This is an optimization exercise on Yosys and OpenROAD, whose aim is a short achievable clock period and few clock cycles, not a production implementation.
In this exercise RTL edits were held to simulation tests only and were not proved equivalent to the original.
Power and IR drop assume default switching activity.

==> flow/design.v, too long to show whole: its modules and the start of the top module <==
// module registerFile: 24 lines
// module aluUnit: 4154 lines
// module controlSequencer: 44 lines
// module busCpu: 213 lines
module busCpu (
    input  logic                       Clock,
    input  logic                       rst,
    input  logic                       instrValid,
    input  logic [32-1:0]     instrWord,
    output logic                       instrReady,
    output logic                       retireValid,
    output logic [4-1:0] retireDest,
    output logic [32-1:0]     retireData
);
  // ...
==> flow/run.sh <==
#!/bin/bash
# synth_recipe.tcl (not shown) runs the flow's synth.tcl, then flattens the netlist and writes it again
# the make line also repeats each setting of config.mk as NAME=value (left out here)
make -C /OpenROAD-flow-scripts/flow DESIGN_CONFIG=/design/flow/config.mk WORK_HOME=/design/flow/orfs CLKGATE_MAP_FILE= SYNTH_SCRIPT=/design/flow/synth_recipe.tcl finish
==> flow/config.mk <==
export PLATFORM = sky130hd
export DESIGN_NAME = busCpu
export DESIGN_NICKNAME = busCpu
export VERILOG_FILES = /design/flow/design.v
export SDC_FILE = /design/flow/constraint.sdc
export NUM_CORES = 4
export LEC_CHECK = 0
export ABC_CLOCK_PERIOD_IN_PS = 2500
export CAP_MARGIN = 20
export CORE_MARGIN = 2
export CORE_UTILIZATION = 40
export SETUP_SLACK_MARGIN = 5
export SLEW_MARGIN = 20
==> flow/constraint.sdc <==
create_clock -name core_clock -period 11.0 [get_ports {Clock}]
set_input_delay 2.2000 -clock core_clock [delete_from_list [all_inputs] [get_ports {Clock}]]
set_output_delay 2.2000 -clock core_clock [all_outputs]
set_load 0.01 [all_outputs]
==> flow_summary_export.csv, run 1 <==
group,metric,value,unit
route,route.met2.wl,147,mm
logic_synthesis,synth.distinct_cells,92,
power,p_per_area,284,nW/um2
final_layout,clkbuf_count,225,
status,status,"finished clean",
logic_synthesis,yosysMostFrequentCell,"dfxtp_1",
sta,skew,0.0410,ns
logic_synthesis,synth_area_leaders,"dfxtp_1 22%, edfxtp_1 19%, fa_1 9.3%",
final_layout,regMostFlops,"registerFile_i.regs",
final_layout,signal_buffers,280,
sta,hold_ws,0.326,ns
clock_tree,cts-root-buf,"clkbuf_16",
placed_design,dp_cells,11444,
global_route,busiest_layer,"met2",
setup_path,crit_end,"res4[31]$_DFF_P_",
power,clkPwrFrac,21.7,%
clock_tree,cts_sinks,1560,
final_layout,clk_share,6.00,%
sta,slew_headroom,19.3,%
global_route,grt_util_met3,6.88,%
final_layout,layoutNonFillerInstCount,11782,
setup_path,path_max_fanout,20,
logic_synthesis,yosysTopAreaCellShare,21.6,%
route,drt-vias-per-instance,6.25,
sta,setup_tns,0,ns
clock_tree,cts_tree,"done",
power,p_total,28.5,mW
logic_synthesis,synth_edf_count,576,
setup_path,crit_family,"compound AO/OA/AOI/OAI gates",
route,topRoutingLayerUsed,"met5",
global_route,grt_max_degree,100,
global_route,antenna_found_initial,21,
setup_path,path_depth,14,
setup_path,crit_chain,"buf_4, mux2_2, inv_1, fa_1, nor2b_1, o31a_1, o41ai_2, o21ai_0, or4_1, a31o_2, a21oi_1, xor2_1, or3_1, a41o_1",
sta,period_needed,4.85,ns
route,ant_nets,0,
setup_path,cp-start-kind,"register",
sta,maxSlewViolCount,0,
logic_synthesis,synth_xor_area_share,1.77,%
clock_tree,postCtsSetupRepairBufs,0,
final_layout,dominant_cells,"multi-input gates",
Testbench counts, summed over its fixed seeds: cycles 16,312.
==> module controlSequencer, before the edit <==
module controlSequencer (
    input  logic [3:0]  r,
    input  logic [6:2]  v,
    input  logic [6:2]  wr,
    input  logic [6:2]  alu,
    input  logic [3:0]  rc2,
    input  logic [3:0]  rc3,
    input  logic [3:0]  rc4,
    input  logic [3:0]  rc5,
    input  logic [3:0]  rc6,
    input  logic [31:0] e2,
    input  logic [31:0] e3,
    input  logic [31:0] e4,
    input  logic [31:0] e5,
    input  logic [31:0] e6,
    input  logic [31:0] rf,
    input  logic        p2,
    input  logic        p3,
    input  logic        p4,
    input  logic        p5,
    output logic [31:0] val,
    output logic        stl,    
    output logic        by1,    
    output logic        by2     
);
    logic [6:2] m;
    assign m[2] = v[2] & wr[2] & (rc2 == r);
    assign m[3] = v[3] & wr[3] & (rc3 == r);
    assign m[4] = v[4] & wr[4] & (rc4 == r);
    assign m[5] = v[5] & wr[5] & (rc5 == r);
    assign m[6] = v[6] & wr[6] & (rc6 == r);
    assign by1 = m[2] & alu[2];
    assign by2 = ~m[2] & m[3] & alu[3];
    assign stl = (m[2] & p2) | (~m[2] & m[3] & p3) | (~m[2] & ~m[3] & m[4] & p4) |
                 (~m[2] & ~m[3] & ~m[4] & m[5] & p5);
    always_comb begin
        if (m[2])      val = e2;
        else if (m[3]) val = e3;
        else if (m[4]) val = e4;
        else if (m[5]) val = e5;
        else if (m[6]) val = e6;
        else           val = rf;
    end
endmodule
==> module busCpu, before the edit <==
module busCpu (
    input  logic                       Clock,
    input  logic                       rst,
    input  logic                       instrValid,
    input  logic [32-1:0]     instrWord,
    output logic                       instrReady,
    output logic                       retireValid,
    output logic [4-1:0] retireDest,
    output logic [32-1:0]     retireData
);
    logic        rdyQ;
    logic        v1;
    logic [31:0] ir;
    logic        vSk;
    logic [31:0] sk;
    logic        stall;
    logic        take;
    assign instrReady = rdyQ;
    assign take       = instrValid & rdyQ;
    always_ff @(posedge Clock) begin
        if (rst) begin
            rdyQ <= 1'b1;
            v1   <= 1'b0;
            vSk  <= 1'b0;
        end else if (!stall) begin
            v1   <= vSk | take;
            vSk  <= 1'b0;
            rdyQ <= 1'b1;
        end else begin
            vSk  <= vSk | take;
            rdyQ <= ~(vSk | take);
        end
    end
    always_ff @(posedge Clock) begin
        if (!stall) begin
            ir <= vSk ? sk : instrWord;
        end
        if (rdyQ) begin
            sk <= instrWord;
        end
    end
    logic [6:2] v;       
    logic [6:2] wr;      
    logic [6:2] alu;     
    logic [6:2] mul;     
    logic [6:2] pend;    
    logic [6:2] hs;      
    logic [3:0] rc2, rc3, rc4, rc5, rc6;
    logic [31:0] opA2, opB2;            
    logic        sub2, and2, or2;
    logic        by1A2, by1B2, by2A2, by2B2;
    logic [31:0] res3, res4, res5, res6;   
    logic        c3;
    logic [15:0] aLo3, bLo3, aHi3, bHi3;
    logic        sub3, and3, or3;
    logic        by1A3, by1B3;
    logic [31:0] hiReg, loReg;
    logic [6:2]  mulv;
    assign mulv = v & mul;
    logic fill2, fill3, fill4, fill5;
    assign fill2 = ~(mulv[3] | mulv[4] | mulv[5]);
    assign fill3 = ~(mulv[4] | mulv[5]);
    assign fill4 = ~mulv[5];
    assign fill5 = 1'b1;
    logic [31:0] eff2, eff3, eff4, eff5;
    logic        pd2, pd3, pd4, pd5;
    assign eff2 = (pend[2] & fill2) ? (hs[2] ? hiReg : loReg) : opA2;
    assign eff3 = (pend[3] & fill3) ? (hs[3] ? hiReg : loReg) : res3;
    assign eff4 = (pend[4] & fill4) ? (hs[4] ? hiReg : loReg) : res4;
    assign eff5 = (pend[5] & fill5) ? (hs[5] ? hiReg : loReg) : res5;
    assign pd2  = pend[2] & ~fill2;
    assign pd3  = pend[3] & ~fill3;
    assign pd4  = pend[4] & ~fill4;
    assign pd5  = pend[5] & ~fill5;
    logic [4:0] op1;
    logic [3:0] ra1, rb1, rc1;
    logic       isLdi1, isAdd1, isSub1, isAnd1, isOr1, isMul1, isMfhi1, isMflo1;
    logic       isAlu1, isMf1, wr1, legal1, needOps1;
    logic [31:0] immExt1;
    assign op1     = ir[31:27];
    assign ra1     = ir[26:23];
    assign rb1     = ir[22:19];
    assign rc1     = ir[18:15];
    assign immExt1 = {{13{ir[18]}}, ir[18:0]};
    assign isLdi1  = (op1 == 5'd0);
    assign isAdd1  = (op1 == 5'd3);
    assign isSub1  = (op1 == 5'd4);
    assign isAnd1  = (op1 == 5'd5);
    assign isOr1   = (op1 == 5'd6);
    assign isMul1  = (op1 == 5'd15);
    assign isMfhi1 = (op1 == 5'd16);
    assign isMflo1 = (op1 == 5'd17);
    assign isAlu1  = isAdd1 | isSub1 | isAnd1 | isOr1;
    assign isMf1   = isMfhi1 | isMflo1;
    assign wr1     = isLdi1 | isAlu1 | isMf1;
    assign legal1  = wr1 | isMul1;
    assign needOps1 = isAlu1 | isMul1;
    logic [31:0] rfA, rfB;
    registerFile registerFile_i (
        .Clock (Clock),
        .rst   (rst),
        .we    (v[6] & wr[6]),
        .wa    (rc6),
        .wd    (res6),
        .raA   (ra1),
        .raB   (rb1),
        .rdA   (rfA),
        .rdB   (rfB)
    );
    logic [31:0] valA1, valB1;
    logic        stlA1, stlB1, by1A1, by1B1, by2A1, by2B1;
    controlSequencer fwdA (
        .r (ra1), .v (v), .wr (wr), .alu (alu),
        .rc2 (rc2), .rc3 (rc3), .rc4 (rc4), .rc5 (rc5), .rc6 (rc6),
        .e2 (eff2), .e3 (eff3), .e4 (eff4), .e5 (eff5), .e6 (res6), .rf (rfA),
        .p2 (pd2), .p3 (pd3), .p4 (pd4), .p5 (pd5),
        .val (valA1), .stl (stlA1), .by1 (by1A1), .by2 (by2A1)
    );
    controlSequencer fwdB (
        .r (rb1), .v (v), .wr (wr), .alu (alu),
        .rc2 (rc2), .rc3 (rc3), .rc4 (rc4), .rc5 (rc5), .rc6 (rc6),
        .e2 (eff2), .e3 (eff3), .e4 (eff4), .e5 (eff5), .e6 (res6), .rf (rfB),
        .p2 (pd2), .p3 (pd3), .p4 (pd4), .p5 (pd5),
        .val (valB1), .stl (stlB1), .by1 (by1B1), .by2 (by2B1)
    );
    assign stall = v1 & needOps1 & (stlA1 | stlB1);
    logic mulBusy1;
    assign mulBusy1 = mulv[2] | mulv[3] | mulv[4] | mulv[5];
    always_ff @(posedge Clock) begin
        if (rst) begin
            v <= '0;
        end else begin
            v <= {v[5:2], v1 & legal1 & ~stall};
        end
        wr   <= {wr[5:2], wr1};
        alu  <= {alu[5:2], isAlu1};
        mul  <= {mul[5:2], isMul1};
        pend <= {pd5, pd4, pd3, pd2, isMf1 & mulBusy1};
        hs   <= {hs[5:2], isMfhi1};
    end
    always_ff @(posedge Clock) begin
        rc2     <= rc1;
        sub2    <= isSub1;
        and2    <= isAnd1;
        or2     <= isOr1;
        by1A2   <= by1A1;
        by1B2   <= by1B1;
        by2A2   <= by2A1;
        by2B2   <= by2B1;
        opA2    <= isLdi1 ? immExt1 : isMf1 ? (isMfhi1 ? hiReg : loReg) : valA1;
        opB2    <= valB1;
    end
    logic [15:0] aL2, bL2, aluLo2;
    logic [16:0] sumL2;
    assign aL2   = by1A2 ? res3[15:0] : opA2[15:0];
    assign bL2   = by1B2 ? res3[15:0] : opB2[15:0];
    assign sumL2 = {1'b0, aL2} + {1'b0, bL2 ^ {16{sub2}}} + {16'd0, sub2};
    assign aluLo2 = and2 ? (aL2 & bL2) : or2 ? (aL2 | bL2) : sumL2[15:0];
    always_ff @(posedge Clock) begin
        rc3     <= rc2;
        res3    <= {eff2[31:16], alu[2] ? aluLo2 : eff2[15:0]};
        c3      <= sumL2[16];
        aLo3    <= aL2;
        bLo3    <= bL2;
        aHi3    <= by2A2 ? res4[31:16] : opA2[31:16];
        bHi3    <= by2B2 ? res4[31:16] : opB2[31:16];
        sub3    <= sub2;
        and3    <= and2;
        or3     <= or2;
        by1A3   <= by1A2;
        by1B3   <= by1B2;
    end
    logic [15:0] aH3, bH3, sumH3, aluHi3;
    logic [63:0] prod;
    assign aH3    = by1A3 ? res4[31:16] : aHi3;
    assign bH3    = by1B3 ? res4[31:16] : bHi3;
    assign sumH3  = aH3 + (bH3 ^ {16{sub3}}) + {15'd0, c3};
    assign aluHi3 = and3 ? (aH3 & bH3) : or3 ? (aH3 | bH3) : sumH3;
    aluUnit aluUnit_i (
        .Clock (Clock),
        .a     ({aH3, aLo3}),
        .b     ({bH3, bLo3}),
        .p     (prod)
    );
    always_ff @(posedge Clock) begin
        rc4     <= rc3;
        res4    <= alu[3] ? {aluHi3, res3[15:0]} : eff3;
    end
    always_ff @(posedge Clock) begin
        rc5     <= rc4;
        res5    <= eff4;
        rc6     <= rc5;
        res6    <= eff5;
    end
    always_ff @(posedge Clock) begin
        if (rst) begin
            hiReg <= '0;
            loReg <= '0;
        end else if (mulv[5]) begin
            hiReg <= prod[63:32];
            loReg <= prod[31:0];
        end
    end
    always_ff @(posedge Clock) begin
        if (rst) begin
            retireValid <= 1'b0;
        end else begin
            retireValid <= v[6];
        end
        retireDest <= rc6;
        retireData <= mul[6] ? loReg : res6;
    end
endmodule
==> run 2: changes to the inputs <==
--- a/flow/design.v
+++ b/flow/design.v
@@ -4244,2 +4244,6 @@
     input  logic        p5,
+    input  logic        n2,
+    input  logic        n3,
+    input  logic        n4,
+    input  logic [6:2]  hs,
     output logic [31:0] val,
@@ -4247,3 +4251,5 @@
     output logic        by1,    
-    output logic        by2     
+    output logic        by2,    
+    output logic        byM,    
+    output logic        byMhs   
 );
@@ -4256,5 +4262,12 @@
     assign by1 = m[2] & alu[2];
-    assign by2 = ~m[2] & m[3] & alu[3];
-    assign stl = (m[2] & p2) | (~m[2] & m[3] & p3) | (~m[2] & ~m[3] & m[4] & p4) |
-                 (~m[2] & ~m[3] & ~m[4] & m[5] & p5);
+    assign by2 = h[3] & alu[3];
+    logic [6:2] h;
+    assign h[2] = m[2];
+    assign h[3] = ~m[2] & m[3];
+    assign h[4] = ~m[2] & ~m[3] & m[4];
+    assign h[5] = ~m[2] & ~m[3] & ~m[4] & m[5];
+    assign h[6] = ~m[2] & ~m[3] & ~m[4] & ~m[5] & m[6];
+    assign stl   = (h[2] & p2 & ~n2) | (h[3] & p3 & ~n3) | (h[4] & p4 & ~n4) | (h[5] & p5);
+    assign byM   = (h[2] & p2 & n2) | (h[3] & p3 & n3) | (h[4] & p4 & n4);
+    assign byMhs = (h[2] & hs[2]) | (h[3] & hs[3]) | (h[4] & hs[4]);
     always_comb begin
@@ -4268,2 +4281,29 @@
 endmodule
+module ksAdd16 (
+    input  logic [15:0] a,
+    input  logic [15:0] b,
+    input  logic        cin,
+    output logic [15:0] s,
+    output logic        cout
+);
+    logic [4:0][15:0] g;
+    logic [4:0][15:0] p;
+    logic [15:0]      x;
+    assign x = a ^ b;
+    assign g[0] = (a & b) | {15'd0, x[0] & cin};
+    assign p[0] = x;
+    for (genvar l = 0; l < 4; l++) begin : lvl
+        for (genvar i = 0; i < 16; i++) begin : bit_
+            if (i >= (1 << l)) begin : comb
+                assign g[l+1][i] = g[l][i] | (p[l][i] & g[l][i - (1 << l)]);
+                assign p[l+1][i] = p[l][i] & p[l][i - (1 << l)];
+            end else begin : pass
+                assign g[l+1][i] = g[l][i];
+                assign p[l+1][i] = p[l][i];
+            end
+        end
+    end
+    assign s    = x ^ {g[4][14:0], cin};
+    assign cout = g[4][15];
+endmodule
 `timescale 1ns/1ps
@@ -4286,16 +4326,20 @@
     logic        take;
+    logic        busyQ;
     assign instrReady = rdyQ;
-    assign take       = instrValid & rdyQ;
+    assign take       = instrValid & ~busyQ;
     always_ff @(posedge Clock) begin
         if (rst) begin
-            rdyQ <= 1'b1;
-            v1   <= 1'b0;
-            vSk  <= 1'b0;
+            rdyQ  <= 1'b1;
+            busyQ <= 1'b0;
+            v1    <= 1'b0;
+            vSk   <= 1'b0;
         end else if (!stall) begin
-            v1   <= vSk | take;
-            vSk  <= 1'b0;
-            rdyQ <= 1'b1;
+            v1    <= vSk | take;
+            vSk   <= 1'b0;
+            rdyQ  <= 1'b1;
+            busyQ <= 1'b0;
         end else begin
-            vSk  <= vSk | take;
-            rdyQ <= ~(vSk | take);
+            vSk   <= vSk | take;
+            rdyQ  <= ~(vSk | take);
+            busyQ <= vSk | take;
         end
@@ -4306,3 +4350,3 @@
         end
-        if (rdyQ) begin
+        if (!busyQ) begin
             sk <= instrWord;
@@ -4310,2 +4354,6 @@
     end
+    logic rstQ;
+    always_ff @(posedge Clock) begin
+        rstQ <= rst;
+    end
     logic [6:2] v;       
@@ -4320,2 +4368,3 @@
     logic        by1A2, by1B2, by2A2, by2B2;
+    logic        byMA2, byMB2, byMhsA2, byMhsB2;
     logic [31:0] res3, res4, res5, res6;   
@@ -4343,2 +4392,6 @@
     assign pd5  = pend[5] & ~fill5;
+    logic nx2, nx3, nx4;
+    assign nx2 = ~(mulv[3] | mulv[4]);
+    assign nx3 = ~mulv[4];
+    assign nx4 = 1'b1;
     logic [4:0] op1;
@@ -4369,3 +4422,3 @@
         .Clock (Clock),
-        .rst   (rst),
+        .rst   (rstQ),
         .we    (v[6] & wr[6]),
@@ -4380,2 +4433,3 @@
     logic        stlA1, stlB1, by1A1, by1B1, by2A1, by2B1;
+    logic        byMA1, byMB1, byMhsA1, byMhsB1;
     controlSequencer fwdA (
@@ -4385,3 +4439,5 @@
         .p2 (pd2), .p3 (pd3), .p4 (pd4), .p5 (pd5),
-        .val (valA1), .stl (stlA1), .by1 (by1A1), .by2 (by2A1)
+        .n2 (nx2), .n3 (nx3), .n4 (nx4), .hs (hs),
+        .val (valA1), .stl (stlA1), .by1 (by1A1), .by2 (by2A1),
+        .byM (byMA1), .byMhs (byMhsA1)
     );
@@ -4392,3 +4448,5 @@
         .p2 (pd2), .p3 (pd3), .p4 (pd4), .p5 (pd5),
-        .val (valB1), .stl (stlB1), .by1 (by1B1), .by2 (by2B1)
+        .n2 (nx2), .n3 (nx3), .n4 (nx4), .hs (hs),
+        .val (valB1), .stl (stlB1), .by1 (by1B1), .by2 (by2B1),
+        .byM (byMB1), .byMhs (byMhsB1)
     );
@@ -4418,2 +4476,6 @@
         by2B2   <= by2B1;
+        byMA2   <= byMA1;
+        byMB2   <= byMB1;
+        byMhsA2 <= byMhsA1;
+        byMhsB2 <= byMhsB1;
         opA2    <= isLdi1 ? immExt1 : isMf1 ? (isMfhi1 ? hiReg : loReg) : valA1;
@@ -4423,5 +4485,14 @@
     logic [16:0] sumL2;
-    assign aL2   = by1A2 ? res3[15:0] : opA2[15:0];
-    assign bL2   = by1B2 ? res3[15:0] : opB2[15:0];
-    assign sumL2 = {1'b0, aL2} + {1'b0, bL2 ^ {16{sub2}}} + {16'd0, sub2};
+    logic [31:0] hlA2, hlB2;
+    assign hlA2  = byMhsA2 ? hiReg : loReg;
+    assign hlB2  = byMhsB2 ? hiReg : loReg;
+    assign aL2   = by1A2 ? res3[15:0] : byMA2 ? hlA2[15:0] : opA2[15:0];
+    assign bL2   = by1B2 ? res3[15:0] : byMB2 ? hlB2[15:0] : opB2[15:0];
+    ksAdd16 addLo (
+        .a    (aL2),
+        .b    (bL2 ^ {16{sub2}}),
+        .cin  (sub2),
+        .s    (sumL2[15:0]),
+        .cout (sumL2[16])
+    );
     assign aluLo2 = and2 ? (aL2 & bL2) : or2 ? (aL2 | bL2) : sumL2[15:0];
@@ -4433,4 +4504,4 @@
         bLo3    <= bL2;
-        aHi3    <= by2A2 ? res4[31:16] : opA2[31:16];
-        bHi3    <= by2B2 ? res4[31:16] : opB2[31:16];
+        aHi3    <= by2A2 ? res4[31:16] : byMA2 ? hlA2[31:16] : opA2[31:16];
+        bHi3    <= by2B2 ? res4[31:16] : byMB2 ? hlB2[31:16] : opB2[31:16];
         sub3    <= sub2;
@@ -4445,3 +4516,9 @@
     assign bH3    = by1B3 ? res4[31:16] : bHi3;
-    assign sumH3  = aH3 + (bH3 ^ {16{sub3}}) + {15'd0, c3};
+    ksAdd16 addHi (
+        .a    (aH3),
+        .b    (bH3 ^ {16{sub3}}),
+        .cin  (c3),
+        .s    (sumH3),
+        .cout ()
+    );
     assign aluHi3 = and3 ? (aH3 & bH3) : or3 ? (aH3 | bH3) : sumH3;
@@ -4464,3 +4541,3 @@
     always_ff @(posedge Clock) begin
-        if (rst) begin
+        if (rstQ) begin
             hiReg <= '0;
==> flow/flow/run.sh (new file) <==
#!/bin/bash
export SETUP_SLACK_MARGIN=${SETUP_SLACK_MARGIN:-7.5}
cp standard.sh standard_sh.txt
bash standard.sh > standard_flow.log 2>&1
==> flow/standard.sh (new file) <==
#!/bin/bash
# synth_recipe.tcl (not shown) runs the flow's synth.tcl, then flattens the netlist and writes it again
# the make line also repeats each setting of config.mk as NAME=value (left out here)
make -C /OpenROAD-flow-scripts/flow DESIGN_CONFIG=/design/flow/config.mk WORK_HOME=/design/flow/orfs CLKGATE_MAP_FILE= SYNTH_SCRIPT=/design/flow/synth_recipe.tcl "${@:-finish}"
--- a/flow/config.mk
+++ b/flow/config.mk
@@ -11,3 +11,2 @@
 export CORE_UTILIZATION = 40
-export SETUP_SLACK_MARGIN = 5
 export SLEW_MARGIN = 20
removed: flow/run.sh
==> flow_summary_export.csv, run 2 <==
group,metric,value,unit
final_layout,layoutNonFillerInstCount,12305,
logic_synthesis,syn_area_per_cell,9.76,um2
route,dr.pass1.iters,8,
logic_synthesis,syn-cell-area,93100,um2
power,seq_power_share,28.1,%
power,p_per_area,280,nW/um2
sta,setup_tns,0,ns
logic_synthesis,yosysTopAreaCell,"dfxtp_1",
floorplanning,die_w,486,um
final_layout,drive_above_1_share,15.5,%
logic_synthesis,yosysWarnings,4,
clock_tree,cts-root-buf,"clkbuf_16",
power,worst_ir_drop_vdd,0.000550,V
route,vias,78479,
global_route,grt_max_degree,73,
logic_synthesis,synth_ff_type,"dfxtp_1",
final_layout,nFillCells,21315,
final_layout,final_cell_mix,"985 x nor2_1, 930 x dfxtp_1, 862 x a21oi_1",
floorplanning,start_util,40.1,%
logic_synthesis,yosysTopAreaCellShare,22.0,%
final_layout,final_common_cell,"nor2_1",
placed_design,dp_cells,11854,
setup_path,crit_arrival,1.45,ns
route,routed_wl,373,mm
setup_path,cp-start-kind,"register",
setup_path,path_max_fanout,1,
clock_tree,cts_tree,"done",
logic_synthesis,synth_common_cells,"1021 x dfxtp_1, 1018 x nor2_1, 878 x a21oi_1",
power,p_sw_share,44.0,%
placed_design,port_buffers,72,
final_layout,seqCellArea,37000,um2
floorplanning,coreArea,232000,um2
clock_tree,cts_max_path_buffers,3,
logic_synthesis,seq_area_frac_synth,39.5,%
power,p_total,29.3,mW
final_layout,multi_input_area,51600,um2
placed_design,place_area,95900,um2
logic_synthesis,synth_edf_count,544,
setup_path,critPathBufInv,1,
clock_tree,clk_pin_slew_worst_paths,0.06,ns
route,post-route-drc-count,0,
global_route,overflow,0,
setup_path,path_depth,1,
setup_path,crit_type,"reg2out",
logic_synthesis,synth.distinct_cells,90,
hold_path,hold_depth,0,
final_layout,nNetsFinal,9696,
power,p_sw,12.9,mW
clock_tree,htreeDepth,4,
setup_path,crit_family,"flip-flops",
job,drv_cap,0,
power,power_frac_comb,50.5,%
setup_path,critPathRequiredTime,8.80,ns
logic_synthesis,synth_area_leaders,"dfxtp_1 22%, edfxtp_1 18%, fa_1 9.1%",
setup_path,endpoint_kind,"primary output",
status,status,"finished clean",
final_layout,fin_area,105000,um2
sta,finalHoldViolCount,0,
power,p_leak,40.4,nW
clock_tree,cts_hold_buffers,0,
placed_design,place_congestion,0.969,
sta,slew_headroom,18.8,%
clock_tree,cts_inserted_buffers,179,
sta,setup-violations-final,0,
logic_synthesis,ys_seq_elements,1565,
final_layout,largest_reg_flops,512,
floorplanning,rows,177,
setup_path,max_stage_delay,0.45,ns
route,routedWlPerCell,30.3,um
floorplanning,die_area,237000,um2
sta,clock.fmax,0.274,GHz
sta,period_needed,3.65,ns
floorplanning,die_y,486,um
global_route,grt_pass1_vias,75264,
power,p_int,16.4,mW
sta,skew,0.0613,ns
clock_tree,insertion_delay,0.87,ns
route,dr.first_iter.drc_count,11452,
final_layout,regMostFlops,"registerFile_i.regs",
sta,hold_ws,0.325,ns
sta,maxSlewViolCount,0,
logic_synthesis,yosysMostFrequentCell,"dfxtp_1",
sta,fin_crit_sh,33.2,%
setup_path,r2r_cells,14,
sta,worst_slew_pin_slew,1.22,ns
floorplanning,pin_count,73,
global_route,grt_pass1_wl,535,mm
sta,rsz0062_at_grt,"true",
route,drt-vias-per-instance,6.38,
logic_synthesis,syn-num-nets,10129,
power,clkPwrFrac,21.4,%
logic_synthesis,async_reset_ff_share,0,%
clock_tree,cts_sinks,1565,
placed_design,dpl.hpwl,238,mm
global_route,grt_usage,30.8,%
setup_path,crit_chain,"buf_6",
hold_path,hold_class,"reg2reg",
global_route,antenna_found_initial,35,
setup_path,rrSetupSlack,7.41,ns
logic_synthesis,synthCells,9532,
setup_path,cp_slowest_cell,"dfxtp_4",
final_layout,areaGrowthSynthToFinish,12.4,%
route,ant_nets,0,
## run 2: changes by cell type after synthesis, moves of 23 or more
cell | before | now
a211oi_1 | 73 | 118
a21o_1 | 46 | 72
a221oi_1 | 342 | 365
buf_1 | 130 | 155
clkbuf_1 | 774 | 816
dfxtp_1 | 984 | 1021
edfxtp_1 | 576 | 544
mux2_2 | 155 | 103
mux2i_1 | 263 | 323
nand2_1 | 578 | 615
nor2_1 | 885 | 1018
o21ai_0 | 431 | 457
o221ai_1 | 37 | 11
o2bb2ai_1 | 30 | 2
## run 2: kinds of logic after synthesis
kind of cell / Yosys count / synth area share, %
compound gates: 2494 / 17.0
simple gates: 2426 / 11.8
flops: 1565 / 39.5
buf+inv: 1541 / 6.34
mux: 746 / 12.5
fa+ha+maj: 577 / 11.1
xor+xnor: 183 / 1.72
## run 2: through the flow
step / utilization, % / setup slack (ns)
2_1_floorplan: - / 7.32
3_3_place_gp: 41.4 / 6.05
3_5_place_dp: 41.4 / 6.04
4_1_cts: 44.6 / 7.32
5_1_grt: 45.1 / 7.22
6_report: 45.1 / 7.35
## run 2: repair_timing
item                                    CTS  global route
gates cloned                             13             5
endpoints found under the setup margin  254           159
pin swaps                                17            26
gates resized for setup                 397           135
buffers inserted                         41            48
## run 2: worst paths after layout
path / to / startpoint
min: aluUnit_i.r1922$_DFF_P_ / aluUnit_i.r817$_DFF_P_
max: retireData[4] / retireData[4]$_DFF_P_
max reg2reg: res4[31]$_DFF_P_ / by1A3$_DFF_P_
min reg2reg: aluUnit_i.r1922$_DFF_P_ / aluUnit_i.r817$_DFF_P_
## run 2: power groups by stage
stage                     clock network, mW  registers (mW)  logic [mW]
after global routing                   6.52            8.31        16.0
after global placement                    0            8.29        14.0
after CTS                              6.30            8.20        14.4
after floorplan                           0            7.80        8.28
after detailed placement                  0            8.30        14.1
final                                  6.26            8.22        14.8
## run 2: cell type report
type                    count  area share (%)
flip-flops and latches   1565            35.3
inverters                 505            1.86
clock inverters           100            1.20
repair buffers            416            4.00
diodes                     12          0.0287
clock buffers             232            4.62
multi-input cells        6432            49.3
well taps                3043            3.64
## run 2: metal layers
metal  track usage (%)  part of all wire (%)  vias to the layer above
met3              7.00                    12                     1230
met1              41.4                    38                    38738
li1                  -                     -                    32900
met4              18.4                   7.2                       12
met2              45.2                    42                     5599
met5                 0                 0.042                        -
Testbench counts of run 2, summed over its fixed seeds: cycles 16,168.

-- separate check: timing with driven ports --
How much do the figures lean on ideal ports? The routed layouts below were timed once more, with nothing changed but the port constraints.
Step 1 (the two cells are an assumption about what drives the block):
set clk [get_ports {Clock}]
set_driving_cell -lib_cell sky130_fd_sc_hd__clkbuf_16 $clk
set_driving_cell -lib_cell sky130_fd_sc_hd__buf_2 [delete_from_list [all_inputs] $clk]
Step 2 adds t to the input delays and takes it off the output delays; t is the mean of the earliest and latest rising clock arrival at the registers after step 1. Input paths then give back, and output paths get back, about the clock's delay inside the block.
a / b / c = ideal ports / drivers / drivers and shift; a / b = the first two.
| run | t, ns | setup slack, ns | clock arrival spread, ns |
|---|---|---|---|
| run 1 | 0.931 | 6.146 / 6.146 / 5.644 | 0.047 / 0.047 |
| run 2 | 0.927 | 7.345 / 7.254 / 6.930 | 0.066 / 0.067 |
After both steps setup and hold are still met in every run listed. The setup slack of run 1, which loses most, moves by 0.000 ns with the drivers and by -0.502 ns with both steps.
